From an optimization exercise on the open Yosys and OpenROAD flow, aimed at small area, a short achievable clock period and few clock cycles per item; shortcuts taken in it are not production practice. The RTL was checked by simulation tests, not by an equivalence proof against the original design. Power figures rest on the tool's default switching activity, not on a simulated workload.

==> 04-22 <==
// cache_wb_buffer
module cache_wb_buffer
#(
    parameter int unsigned DEPTH = 4
) (
    input  logic                   clk,
    input  logic                   rst,
    input  logic                   c_read,
    input  logic                   c_write,
    input  logic [cache_pkg::BADDR_WIDTH-1:0] c_addr,
    input  logic [cache_pkg::BLOCK_WIDTH-1:0] c_wdata,
    output logic [cache_pkg::BLOCK_WIDTH-1:0] c_rdata,
    output logic                   c_ready,
    output logic                   mem_read,
    output logic                   mem_write,
    output logic [cache_pkg::BADDR_WIDTH-1:0] mem_addr,
    output logic [cache_pkg::BLOCK_WIDTH-1:0] mem_wdata,
    input  logic [cache_pkg::BLOCK_WIDTH-1:0] mem_rdata,
    input  logic                   mem_ready,
    output logic                   wb_empty
);
clock: 4.0 ns
lec_check: 0
cap_margin: 20
core_margin: 2
core_utilization: 70
setup_slack_margin: 2.0
slew_margin: 20
standard.sh (not shown) runs the stock make flow with config.mk's settings and CLKGATE_MAP_FILE= SYNTH_SCRIPT=/design/flow/synth_recipe.tcl, a recipe that flattens the netlist after the stock synthesis.
==> flow/flow/run.sh <==
#!/bin/bash
# Layout flow: the standard flow (standard.sh, unchanged synthesis and
# steps), except that the input and output ports are buffered with buf_2
# cells rather than the default clkdlybuf4s50 delay cells, which are slow
# and large. Every port still gets its own buffer.
set -euo pipefail
export BUFFER_PORTS_ARGS="-buffer_cell sky130_fd_sc_hd__buf_2"
bash standard.sh > standard_flow.log 2>&1
==> 10-16: changes against 04-22 <==
--- a/flow/design.v
+++ b/flow/design.v
@@ -58,16 +58,17 @@
     logic [DEPTH-1:0] dty_q, dty_d;      
     logic [DEPTH-1:0] hot_q, hot_d;      
     logic [DEPTH-1:0][DEPTH-1:0] ord_q, ord_d;
     logic [cache_pkg::BADDR_WIDTH-1:0] pa_q;     
     logic [DEPTH-1:0] hv_q;              
     logic             hq_q;              
-    logic [DEPTH-1:0] wsel_q, wsel_d;    
+    logic [DEPTH-1:0] alloc_q;           
+    logic             redir_q, redir_d;  
+    logic [DEPTH-1:0] wsel, sup_v;       
     logic             wok_q, wok_d;      
     logic             safe_q, safe_d;    
-    logic [DEPTH-1:0] sup_q, sup_d;      
     logic             held_q, held_d;    
     logic [DEPTH-1:0] vic_q;             
     logic             rdy_q, rdy_d;
     logic [cache_pkg::BLOCK_WIDTH-1:0] rdata_q, rdata_d;
     logic             mrd_q, mrd_d;      
     logic             mwr_q, mwr_d;      
@@ -78,13 +79,13 @@
     logic             wr_go, wr_bad, sel_rd;
     logic [DEPTH-1:0] vic_w, vic_nw;
     logic             hit, hitq, same, req, ok, vis, ra_hit, port_free, rd_miss;
     logic             rd_go, rd_hit, rd_ans, mrd_done, wr_ok, dr_go;
     logic             cold, cap_ok, any_dty, two_dty, all_dty, most_dty;
     logic [cache_pkg::BLOCK_WIDTH-1:0] sel_data;
-    logic [DEPTH-1:0] rsel_q;            
+    logic [DEPTH-1:0] rsel;              
     logic             rsh_q, rsh_d;      
     logic             rsel_hit;
     logic [cache_pkg::BADDR_WIDTH-1:0] victim_addr;
     function automatic logic after(input logic [DEPTH-1:0][DEPTH-1:0] ord,
                                    input int unsigned i, input int unsigned j);
         after = (i < j) ? ord[i][j] : !ord[j][i];
@@ -116,29 +117,30 @@
             hit_v[i] = vld_q[i] && (addr_q[i] == c_addr);
     end
     assign hit  = |hit_v;
     assign hitq = hq_q;
     assign same = (pa_q == c_addr);
     assign rsel_hit = rsh_q;
+    assign rsel     = rsh_q ? hv_q : vic_q;
     always_comb begin
         sel_data    = '0;
         victim_addr = '0;
         for (int unsigned i = 0; i < DEPTH; i++) begin
-            if (rsel_q[i]) sel_data = sel_data | data_q[i];
+            if (rsel[i]) sel_data = sel_data | data_q[i];
             if (vic_q[i]) victim_addr = victim_addr | addr_q[i];
         end
     end
     always_comb begin
         logic [DEPTH-1:0] cl, dc, dty_p, hot_p;
         cl        = ~dty_q & ~hot_q;
         alloc_oh  = lru3(~vld_q, cl, ~dty_q, ord_q);
         dc        = dty_q & ~hot_q;
         cold      = dc != '0;
         vic_nw    = lru3(dc, dty_q, '0, ord_q);
-        dty_p     = (dty_q & ~sup_q) | wsel_q;
-        hot_p     = (hot_q & ~(wsel_q | sup_q)) | (hitq ? wsel_q : '0);
+        dty_p     = (dty_q & ~sup_v) | wsel;
+        hot_p     = (hot_q & ~(wsel | sup_v)) | (hitq ? wsel : '0);
         dc        = dty_p & ~hot_p;
         vic_w     = lru3(dc, dty_p, '0, ord_q);
         victim_oh = wr_go ? vic_w : vic_nw;
         any_dty = dty_q != '0;
         all_dty = dty_q == '1;
         two_dty = 1'b0;
@@ -152,59 +154,51 @@
             for (int unsigned i = 0; i < DEPTH; i++)
                 if (i != k && !dty_q[i]) all_but = 1'b0;
             if (all_but) most_dty = 1'b1;
         end
         cap_ok  = !all_dty && !(mwr_q && !mem_ready && most_dty);
         held_d  = vis && !rdy_q;
-        sup_d   = '0;
+        redir_d = 1'b0;
         safe_d  = 1'b1;
         wok_d   = cap_ok;
-        wsel_d  = alloc_oh;
-        if (hit) begin
-            wsel_d = hit_v;
-            if (|(hit_v & dty_q)) begin
-                wok_d = 1'b1;
-                if (held_d) begin
-                    safe_d = 1'b0;
-                end else if (!all_dty) begin
-                    wsel_d = alloc_oh;
-                    sup_d  = hit_v;
-                end else begin
-                    safe_d = 1'b0;
-                end
-            end
-        end
-    end
+        if (hit && |(hit_v & dty_q)) begin
+            wok_d = 1'b1;
+            if (held_d || all_dty) safe_d = 1'b0;
+            else redir_d = 1'b1;
+        end
+    end
+    assign wsel  = (hitq && !redir_q) ? hv_q : alloc_q;
+    assign sup_v = redir_q ? hv_q : '0;
     assign vis       = c_read || c_write;
     assign req       = vis && !rdy_q;
     assign ok        = req && (held_q || same);
     assign mrd_done  = mrd_q && mem_ready;
     assign ra_hit    = mrd_q && (maddr_q == c_addr);
     assign port_free = (!mrd_q || mem_ready) && (!mwr_q || mem_ready);
     assign rd_miss   = c_read && !hit && !ra_hit;
     assign sel_rd    = vis && c_read && !mrd_done;
     assign rd_go     = sel_rd && rd_miss && port_free;
     assign rd_hit    = ok && c_read && hitq && rsh_q && !mrd_done;
     assign rd_ans    = req && c_read && !hit && ra_hit && mem_ready;
     assign wr_go     = c_write && !rdy_q && wok_q && (safe_q || held_q);
-    assign we        = wr_go ? wsel_q : '0;
+    assign we        = wr_go ? wsel : '0;
     assign wr_ok     = wr_go && (held_q || same);
     assign wr_bad    = wr_go && !(held_q || same);
     assign mem_read  = mrd_q;
     assign dr_go = port_free && !sel_rd && !rsel_hit &&
                    |(vic_q & dty_q) && (cold || two_dty || rdy_q || !vis);
     always_comb begin
-        touch = (wr_ok ? wsel_q : '0) | (rd_hit ? hv_q : '0);
+        touch = (wr_ok ? wsel : '0) | (rd_hit ? hv_q : '0);
         ord_d = '0;
         for (int unsigned i = 0; i < DEPTH; i++)
             for (int unsigned j = i + 1; j < DEPTH; j++)
                 ord_d[i][j] = touch[i] || (ord_q[i][j] && !touch[j]);
-        vld_d = wr_bad ? (vld_q & ~wsel_q) : (wr_ok ? ((vld_q & ~sup_q) | wsel_q) : vld_q);
-        hot_d = (hot_q & ~(wr_ok ? (wsel_q | sup_q) : '0)) | (rd_hit ? hv_q : '0) |
-                (wr_ok && hitq ? wsel_q : '0);
-        dty_d = (dty_q & ~(dr_go ? vic_q : '0) & ~(wr_ok ? sup_q : '0)) | (wr_ok ? wsel_q : '0);
+        vld_d = wr_bad ? (vld_q & ~wsel) : (wr_ok ? ((vld_q & ~sup_v) | wsel) : vld_q);
+        hot_d = (hot_q & ~(wr_ok ? (wsel | sup_v) : '0)) | (rd_hit ? hv_q : '0) |
+                (wr_ok && hitq ? wsel : '0);
+        dty_d = (dty_q & ~(dr_go ? vic_q : '0) & ~(wr_ok ? sup_v : '0)) | (wr_ok ? wsel : '0);
         rdy_d = rd_hit || wr_ok || rd_ans;
         rdata_d = mrd_done ? mem_rdata : sel_data;
         mrd_d = rd_go || (mrd_q && !mem_ready);
         mwr_d = dr_go || (mwr_q && !mem_ready);
         maddr_d = !port_free ? maddr_q : (sel_rd ? c_addr : victim_addr);
         rsh_d = c_read && hit && !(rsh_q && req);
@@ -216,12 +210,13 @@
             ord_q <= '0;
             dty_q <= '0;
             hot_q <= '0;
             hv_q  <= '0;
             hq_q  <= 1'b0;
             wok_q <= 1'b0;
+            redir_q <= 1'b0;
             held_q <= 1'b0;
             rsh_q <= 1'b0;
             rdy_q <= 1'b0;
             mrd_q <= 1'b0;
             mwr_q <= 1'b0;
             wbe_q <= 1'b1;
@@ -230,27 +225,26 @@
             ord_q <= ord_d;
             dty_q <= dty_d;
             hot_q <= hot_d;
             hv_q  <= hit_v;
             hq_q  <= hit;
             wok_q <= wok_d;
+            redir_q <= redir_d;
             held_q <= held_d;
             rsh_q <= rsh_d;
             rdy_q <= rdy_d;
             mrd_q <= mrd_d;
             mwr_q <= mwr_d;
             wbe_q <= wbe_d;
         end
     end
     always_ff @(posedge clk) begin
         pa_q    <= c_addr;
-        wsel_q  <= wsel_d;
+        alloc_q <= alloc_oh;
         safe_q  <= safe_d;
-        sup_q   <= sup_d;
         vic_q   <= victim_oh;
-        rsel_q  <= rsh_d ? hit_v : victim_oh;
         rdata_q <= rdata_d;
         maddr_q <= maddr_d;
         if (!mwr_q || mem_ready) mwdata_q <= sel_data;
     end
     assign c_ready   = rdy_q;
     assign c_rdata   = rdata_q;
==> notes <==
- 10-16 finished clean. 04-22 finished with timing, DRC and antenna clean.
- Against 10-16, the core utilization of 04-22 is lower by 0.21 points.
- Between 10-16 and 04-22, the lower setup slack is in 04-22 (gap 0.26 ns).
- In 10-16 the non-clock buffer count is higher than in 04-22, by 21.
- Synthesized area is about the same in 10-16 and 04-22.
- Between 04-22 and 10-16, the lower wire length is in 04-22 (gap 2.0%, measured against 10-16).
- Global-route usage: 10-16 is higher than 04-22 (0.75 points).
Testbench counts of 04-22, summed over its fixed seeds: cycles 26,446, requests 8,000.
Testbench counts of 10-16, summed over its fixed seeds: cycles 26,446, requests 8,000.

---

==> trial 46 <==
==> flow/design.v <==
package cache_pkg;
    localparam int unsigned BLOCK_WIDTH = 128;
    localparam int unsigned BADDR_WIDTH = 28;
    typedef enum logic [1:0] {
        IDLE   = 2'd0,
        RD_MEM = 2'd1,
        WR_MEM = 2'd2,
        RESP   = 2'd3
    } wb_state_e;
    typedef struct packed {
        logic [BADDR_WIDTH-1:0] addr;
        logic [BLOCK_WIDTH-1:0] data;
    } wb_entry_t;
endpackage
module wb_store
#(
    parameter  int unsigned DEPTH = 4
) (
    input  logic                                   clk,
    input  logic [DEPTH-1:0]                       we,
    input  logic [cache_pkg::BADDR_WIDTH-1:0]      waddr,
    input  logic [cache_pkg::BLOCK_WIDTH-1:0]      wdata,
    output logic [DEPTH-1:0][cache_pkg::BADDR_WIDTH-1:0] addr_q,
    output logic [DEPTH-1:0][cache_pkg::BLOCK_WIDTH-1:0] data_q
);
    always_ff @(posedge clk) begin
        for (int unsigned i = 0; i < DEPTH; i++) begin
            if (we[i]) begin
                addr_q[i] <= waddr;
                data_q[i] <= wdata;
            end
        end
    end
endmodule
module cache_wb_buffer
#(
    parameter int unsigned DEPTH = 4
) (
    input  logic                   clk,
    input  logic                   rst,
    input  logic                   c_read,
    input  logic                   c_write,
    input  logic [cache_pkg::BADDR_WIDTH-1:0] c_addr,
    input  logic [cache_pkg::BLOCK_WIDTH-1:0] c_wdata,
    output logic [cache_pkg::BLOCK_WIDTH-1:0] c_rdata,
    output logic                   c_ready,
    output logic                   mem_read,
    output logic                   mem_write,
    output logic [cache_pkg::BADDR_WIDTH-1:0] mem_addr,
    output logic [cache_pkg::BLOCK_WIDTH-1:0] mem_wdata,
    input  logic [cache_pkg::BLOCK_WIDTH-1:0] mem_rdata,
    input  logic                   mem_ready,
    output logic                   wb_empty
);
    logic [DEPTH-1:0][cache_pkg::BADDR_WIDTH-1:0] addr_q;
    logic [DEPTH-1:0][cache_pkg::BLOCK_WIDTH-1:0] data_q;
    logic [DEPTH-1:0] vld_q, vld_d;      
    logic [DEPTH-1:0] dty_q, dty_d;      
    logic [DEPTH-1:0] hot_q, hot_d;      
    logic [DEPTH-1:0][DEPTH-1:0] ord_q, ord_d;
    logic [cache_pkg::BADDR_WIDTH-1:0] pa_q;     
    logic [DEPTH-1:0] hv_q;              
    logic             hq_q;              
    logic [DEPTH-1:0] alloc_q;           
    logic             redir_q, redir_d;  
    logic [DEPTH-1:0] wsel, sup_v;       
    logic             wok_q, wok_d;      
    logic             safe_q, safe_d;    
    logic             held_q, held_d;    
    logic [DEPTH-1:0] vic_q;             
    logic             rdy_q, rdy_d;
    logic [cache_pkg::BLOCK_WIDTH-1:0] rdata_q, rdata_d;
    logic             mrd_q, mrd_d;      
    logic             mwr_q, mwr_d;      
    logic [cache_pkg::BADDR_WIDTH-1:0] maddr_q, maddr_d;
    logic [cache_pkg::BLOCK_WIDTH-1:0] mwdata_q;
    logic             wbe_q, wbe_d;
    logic [DEPTH-1:0] hit_v, we, touch, alloc_oh, victim_oh;
    logic             wr_go, wr_bad, sel_rd;
    logic [DEPTH-1:0] vic_w, vic_nw;
    logic             hit, hitq, same, req, ok, vis, ra_hit, port_free, rd_miss;
    logic             rd_go, rd_hit, rd_ans, mrd_done, wr_ok, dr_go;
    logic             cold, cap_ok, any_dty, two_dty, all_dty, most_dty;
    logic [cache_pkg::BLOCK_WIDTH-1:0] sel_data;
    logic [DEPTH-1:0] rsel;              
    logic             rsh_q, rsh_d;      
    logic             rsel_hit;
    logic [cache_pkg::BADDR_WIDTH-1:0] victim_addr;
    function automatic logic after(input logic [DEPTH-1:0][DEPTH-1:0] ord,
                                   input int unsigned i, input int unsigned j);
        after = (i < j) ? ord[i][j] : !ord[j][i];
    endfunction
    function automatic logic [DEPTH-1:0] lru_of(input logic [DEPTH-1:0] cand,
                                                input logic [DEPTH-1:0][DEPTH-1:0] ord);
        for (int unsigned i = 0; i < DEPTH; i++) begin
            lru_of[i] = cand[i];
            for (int unsigned j = 0; j < DEPTH; j++)
                if (j != i && cand[j] && !after(ord, j, i)) lru_of[i] = 1'b0;
        end
    endfunction
    function automatic logic [DEPTH-1:0] lru3(input logic [DEPTH-1:0] a,
                                              input logic [DEPTH-1:0] b,
                                              input logic [DEPTH-1:0] c,
                                              input logic [DEPTH-1:0][DEPTH-1:0] ord);
        lru3 = (a != '0) ? lru_of(a, ord) : ((b != '0) ? lru_of(b, ord) : lru_of(c, ord));
    endfunction
    wb_store #(.DEPTH(DEPTH)) u_store (
        .clk   (clk),
        .we    (we),
        .waddr (c_addr),
        .wdata (c_wdata),
        .addr_q(addr_q),
        .data_q(data_q)
    );
    always_comb begin
        for (int unsigned i = 0; i < DEPTH; i++)
            hit_v[i] = vld_q[i] && (addr_q[i] == c_addr);
    end
    assign hit  = |hit_v;
    assign hitq = hq_q;
    assign same = (pa_q == c_addr);
    assign rsel_hit = rsh_q;
    assign rsel     = rsh_q ? hv_q : vic_q;
    always_comb begin
        sel_data    = '0;
        victim_addr = '0;
        for (int unsigned i = 0; i < DEPTH; i++) begin
            if (rsel[i]) sel_data = sel_data | data_q[i];
            if (vic_q[i]) victim_addr = victim_addr | addr_q[i];
        end
    end
    always_comb begin
        logic [DEPTH-1:0] cl, dc, dty_p, hot_p;
        cl        = ~dty_q & ~hot_q;
        alloc_oh  = lru3(~vld_q, cl, ~dty_q, ord_q);
        dc        = dty_q & ~hot_q;
        cold      = dc != '0;
        vic_nw    = lru3(dc, dty_q, '0, ord_q);
        dty_p     = (dty_q & ~sup_v) | wsel;
        hot_p     = (hot_q & ~(wsel | sup_v)) | (hitq ? wsel : '0);
        dc        = dty_p & ~hot_p;
        vic_w     = lru3(dc, dty_p, '0, ord_q);
        victim_oh = wr_go ? vic_w : vic_nw;
        any_dty = dty_q != '0;
        all_dty = dty_q == '1;
        two_dty = 1'b0;
        for (int unsigned i = 0; i < DEPTH; i++)
            for (int unsigned j = i + 1; j < DEPTH; j++)
                if (dty_q[i] && dty_q[j]) two_dty = 1'b1;
        most_dty = 1'b0;
        for (int unsigned k = 0; k < DEPTH; k++) begin
            logic all_but;
            all_but = 1'b1;
            for (int unsigned i = 0; i < DEPTH; i++)
                if (i != k && !dty_q[i]) all_but = 1'b0;
            if (all_but) most_dty = 1'b1;
        end
        cap_ok  = !all_dty && !(mwr_q && !mem_ready && most_dty);
        held_d  = vis && !rdy_q;
        redir_d = 1'b0;
        safe_d  = 1'b1;
        wok_d   = cap_ok;
        if (|(hit_v & dty_q)) begin
            wok_d = 1'b1;
            if (held_d || all_dty) safe_d = 1'b0;
            else redir_d = 1'b1;
        end
    end
    assign wsel  = (hitq && !redir_q) ? hv_q : alloc_q;
    assign sup_v = redir_q ? hv_q : '0;
    assign vis       = c_read || c_write;
    assign req       = vis && !rdy_q;
    assign ok        = req && (held_q || same);
    assign mrd_done  = mrd_q && mem_ready;
    assign ra_hit    = mrd_q && (maddr_q == c_addr);
    assign port_free = (!mrd_q || mem_ready) && (!mwr_q || mem_ready);
    assign rd_miss   = c_read && !hit && !ra_hit;
    assign sel_rd    = vis && c_read && !mrd_done;
    assign rd_go     = sel_rd && rd_miss && port_free;
    assign rd_hit    = ok && c_read && hitq && rsh_q && !mrd_done;
    assign rd_ans    = req && c_read && !hit && ra_hit && mem_ready;
    assign wr_go     = c_write && !rdy_q && wok_q && (safe_q || held_q);
    assign we        = wr_go ? wsel : '0;
    assign wr_ok     = wr_go && (held_q || same);
    assign wr_bad    = wr_go && !(held_q || same);
    assign mem_read  = mrd_q;
    assign dr_go = port_free && !sel_rd && !rsel_hit &&
                   |(vic_q & dty_q) && (cold || two_dty || rdy_q || !vis);
    always_comb begin
        touch = (wr_ok ? wsel : '0) | (rd_hit ? hv_q : '0);
        ord_d = '0;
        for (int unsigned i = 0; i < DEPTH; i++)
            for (int unsigned j = i + 1; j < DEPTH; j++)
                ord_d[i][j] = touch[i] || (ord_q[i][j] && !touch[j]);
        vld_d = wr_bad ? (vld_q & ~wsel) : (wr_ok ? ((vld_q & ~sup_v) | wsel) : vld_q);
        hot_d = (hot_q & ~(wr_ok ? (wsel | sup_v) : '0)) | (rd_hit ? hv_q : '0) |
                (wr_ok && hitq ? wsel : '0);
        dty_d = (dty_q & ~(dr_go ? vic_q : '0) & ~(wr_ok ? sup_v : '0)) | (wr_ok ? wsel : '0);
        rdy_d = rd_hit || wr_ok || rd_ans;
        rdata_d = mrd_done ? mem_rdata : sel_data;
        mrd_d = rd_go || (mrd_q && !mem_ready);
        mwr_d = dr_go || (mwr_q && !mem_ready);
        maddr_d = !port_free ? maddr_q : (sel_rd ? c_addr : victim_addr);
        rsh_d = c_read && hit && !(rsh_q && req);
        wbe_d = !any_dty && !(mwr_q && !mem_ready) && !wr_ok;
    end
    always_ff @(posedge clk) begin
        if (rst) begin
            vld_q <= '0;
            ord_q <= '0;
            dty_q <= '0;
            hot_q <= '0;
            hv_q  <= '0;
            hq_q  <= 1'b0;
            wok_q <= 1'b0;
            redir_q <= 1'b0;
            held_q <= 1'b0;
            rsh_q <= 1'b0;
            rdy_q <= 1'b0;
            mrd_q <= 1'b0;
            mwr_q <= 1'b0;
            wbe_q <= 1'b1;
        end else begin
            vld_q <= vld_d;
            ord_q <= ord_d;
            dty_q <= dty_d;
            hot_q <= hot_d;
            hv_q  <= hit_v;
            hq_q  <= hit;
            wok_q <= wok_d;
            redir_q <= redir_d;
            held_q <= held_d;
            rsh_q <= rsh_d;
            rdy_q <= rdy_d;
            mrd_q <= mrd_d;
            mwr_q <= mwr_d;
            wbe_q <= wbe_d;
        end
    end
    always_ff @(posedge clk) begin
        pa_q    <= c_addr;
        alloc_q <= alloc_oh;
        safe_q  <= safe_d;
        vic_q   <= victim_oh;
        rdata_q <= rdata_d;
        maddr_q <= maddr_d;
        if (!mwr_q || mem_ready) mwdata_q <= sel_data;
    end
    assign c_ready   = rdy_q;
    assign c_rdata   = rdata_q;
    assign mem_write = mwr_q;
    assign mem_addr  = maddr_q;
    assign mem_wdata = mwdata_q;
    assign wb_empty  = wbe_q;
endmodule
==> flow/flow/run.sh <==
#!/bin/bash
# Layout flow: the standard flow (standard.sh, unchanged synthesis and
# steps), except that the input and output ports are buffered with buf_2
# cells rather than the default clkdlybuf4s50 delay cells, which are slow
# and large. Every port still gets its own buffer.
set -euo pipefail
export BUFFER_PORTS_ARGS="-buffer_cell sky130_fd_sc_hd__buf_2"
bash standard.sh > standard_flow.log 2>&1
==> flow/standard.sh <==
#!/bin/bash
# synth_recipe.tcl (not shown) runs the flow's synth.tcl, then flattens the netlist and writes it again
# the make line also repeats each setting of config.mk as NAME=value (left out here)
make -C /OpenROAD-flow-scripts/flow DESIGN_CONFIG=/design/flow/config.mk WORK_HOME=/design/flow/orfs CLKGATE_MAP_FILE= SYNTH_SCRIPT=/design/flow/synth_recipe.tcl "${@:-finish}"
==> flow/config.mk <==
export PLATFORM = sky130hd
export DESIGN_NAME = cache_wb_buffer
export DESIGN_NICKNAME = cache_wb_buffer
export VERILOG_FILES = /design/flow/design.v
export SDC_FILE = /design/flow/constraint.sdc
export NUM_CORES = 4
export LEC_CHECK = 0
export CAP_MARGIN = 20
export CORE_MARGIN = 2
export CORE_UTILIZATION = 70
export CTS_CLUSTER_DIAMETER = 50
export CTS_CLUSTER_SIZE = 20
export SETUP_SLACK_MARGIN = 1.85
export SLEW_MARGIN = 20
==> flow/constraint.sdc <==
create_clock -name core_clock -period 4.0 [get_ports {clk}]
set_input_delay 0.8000 -clock core_clock [delete_from_list [all_inputs] [get_ports {clk}]]
set_output_delay 0.8000 -clock core_clock [all_outputs]
set_load 0.01 [all_outputs]
==> trial 5 (differences from trial 46) <==
--- a/flow/design.v
+++ b/flow/design.v
@@ -3,12 +3,2 @@
     localparam int unsigned BADDR_WIDTH = 28;
-    typedef enum logic [1:0] {
-        IDLE   = 2'd0,
-        RD_MEM = 2'd1,
-        WR_MEM = 2'd2,
-        RESP   = 2'd3
-    } wb_state_e;
-    typedef struct packed {
-        logic [BADDR_WIDTH-1:0] addr;
-        logic [BLOCK_WIDTH-1:0] data;
-    } wb_entry_t;
 endpackage
==> summary.txt <==
- First-iteration DRC count: trial 5 is smaller than trial 46 (about 1.4%).
- Non-clock buffer count: trial 5 is higher than trial 46 (17).
- In die area, trial 46 and trial 5 hardly differ.
- Between trial 5 and trial 46, the lower power is in trial 46 (gap 2.7%, measured against trial 46).
- Between trial 46 and trial 5, the lower worst hold slack is in trial 5 (gap 0.012 ns).
- Trial 46 produced a clean layout. Trial 5 completed without violations.
- Fmax: trial 5 is lower than trial 46 (about 0.7%).
- Between trial 5 and trial 46, the lower critical path depth is in trial 5 (gap 1).
- Between trial 5 and trial 46, the lower worst setup slack is in trial 5 (gap 0.016 ns).
==> figures <==
Hold Crit Start: trial 46 c_wdata[94]; trial 5 c_wdata[24]
Worst Setup Slack post-DPL: trial 46 0.576 ns; trial 5 0.895 ns
Startpoint of the most critical setup path: trial 46 redir_q; trial 5 held_q
Achievable Freq: trial 46 452 MHz; trial 5 448 MHz
Final Util: trial 46 83.8%; trial 5 84.9%
Multiplexer share of the synthesized area: trial 46 0.495%; trial 5 0.460%
End point of the critical path: trial 46 vic_q[0]; trial 5 u_store.data_q[66]
Number of clock buffers in the layout: trial 46 95; trial 5 90
Mean cell area of the mapped netlist: trial 46 14.9 um2; trial 5 14.9 um2
Outcome: trial 46 finished clean; trial 5 finished clean
Compound-Gate Fraction of Synth Area: trial 46 11.7%; trial 5 11.7%
Final wirelength: trial 46 110 mm; trial 5 115 mm
Met3 Routed Length: trial 46 12.7 mm; trial 5 14.5 mm
Yosys cell types: trial 46 61; trial 5 69
Hold WS: trial 46 0.369 ns; trial 5 0.357 ns
Cells after synthesis: trial 46 2430; trial 5 2421
Number of filler instances in the final layout: trial 46 2464; trial 5 2347
Testbench counts of trial 46, summed over its fixed seeds: cycles 26,446, requests 8,000.
Testbench counts of trial 5, summed over its fixed seeds: cycles 26,446, requests 8,000.

==> separate check: timing with driven ports <==
The flow's constraints put no driver on any port. The routed layouts listed below were extracted and timed again, unchanged, in two steps.
Step 1 (the two cells are an assumption about what drives the block):
set clk [get_ports {clk}]
set_driving_cell -lib_cell sky130_fd_sc_hd__clkbuf_16 $clk
set_driving_cell -lib_cell sky130_fd_sc_hd__buf_2 [delete_from_list [all_inputs] $clk]
Step 2 times the ports against the registers' clock, not the clock port: input delays grow and output delays shrink by t, the midpoint of the rising clock arrivals with the driver on.
a / b / c = ideal / step 1 / step 2; a / b = the first two.
run | t, ns | slack for setup (ns) | worst setup path after step 2 | slew at the worst register clock pin (ns)
04-22 | 0.708 | 1.570 / 1.570 / 0.984 | input to register | 0.07 / 0.07
10-16 | 0.712 | 1.831 / 1.806 / 1.201 | input to register | 0.07 / 0.07
trial 46 | 0.692 | 1.786 / 1.786 / 1.179 | input to register | 0.09 / 0.09
trial 5 | 0.702 | 1.770 / 1.770 / 1.157 | input to register | 0.09 / 0.09
After both steps setup and hold are still met in every run listed. The setup slack of 10-16, which loses most, moves by -0.025 ns with the drivers and by -0.630 ns with both steps.
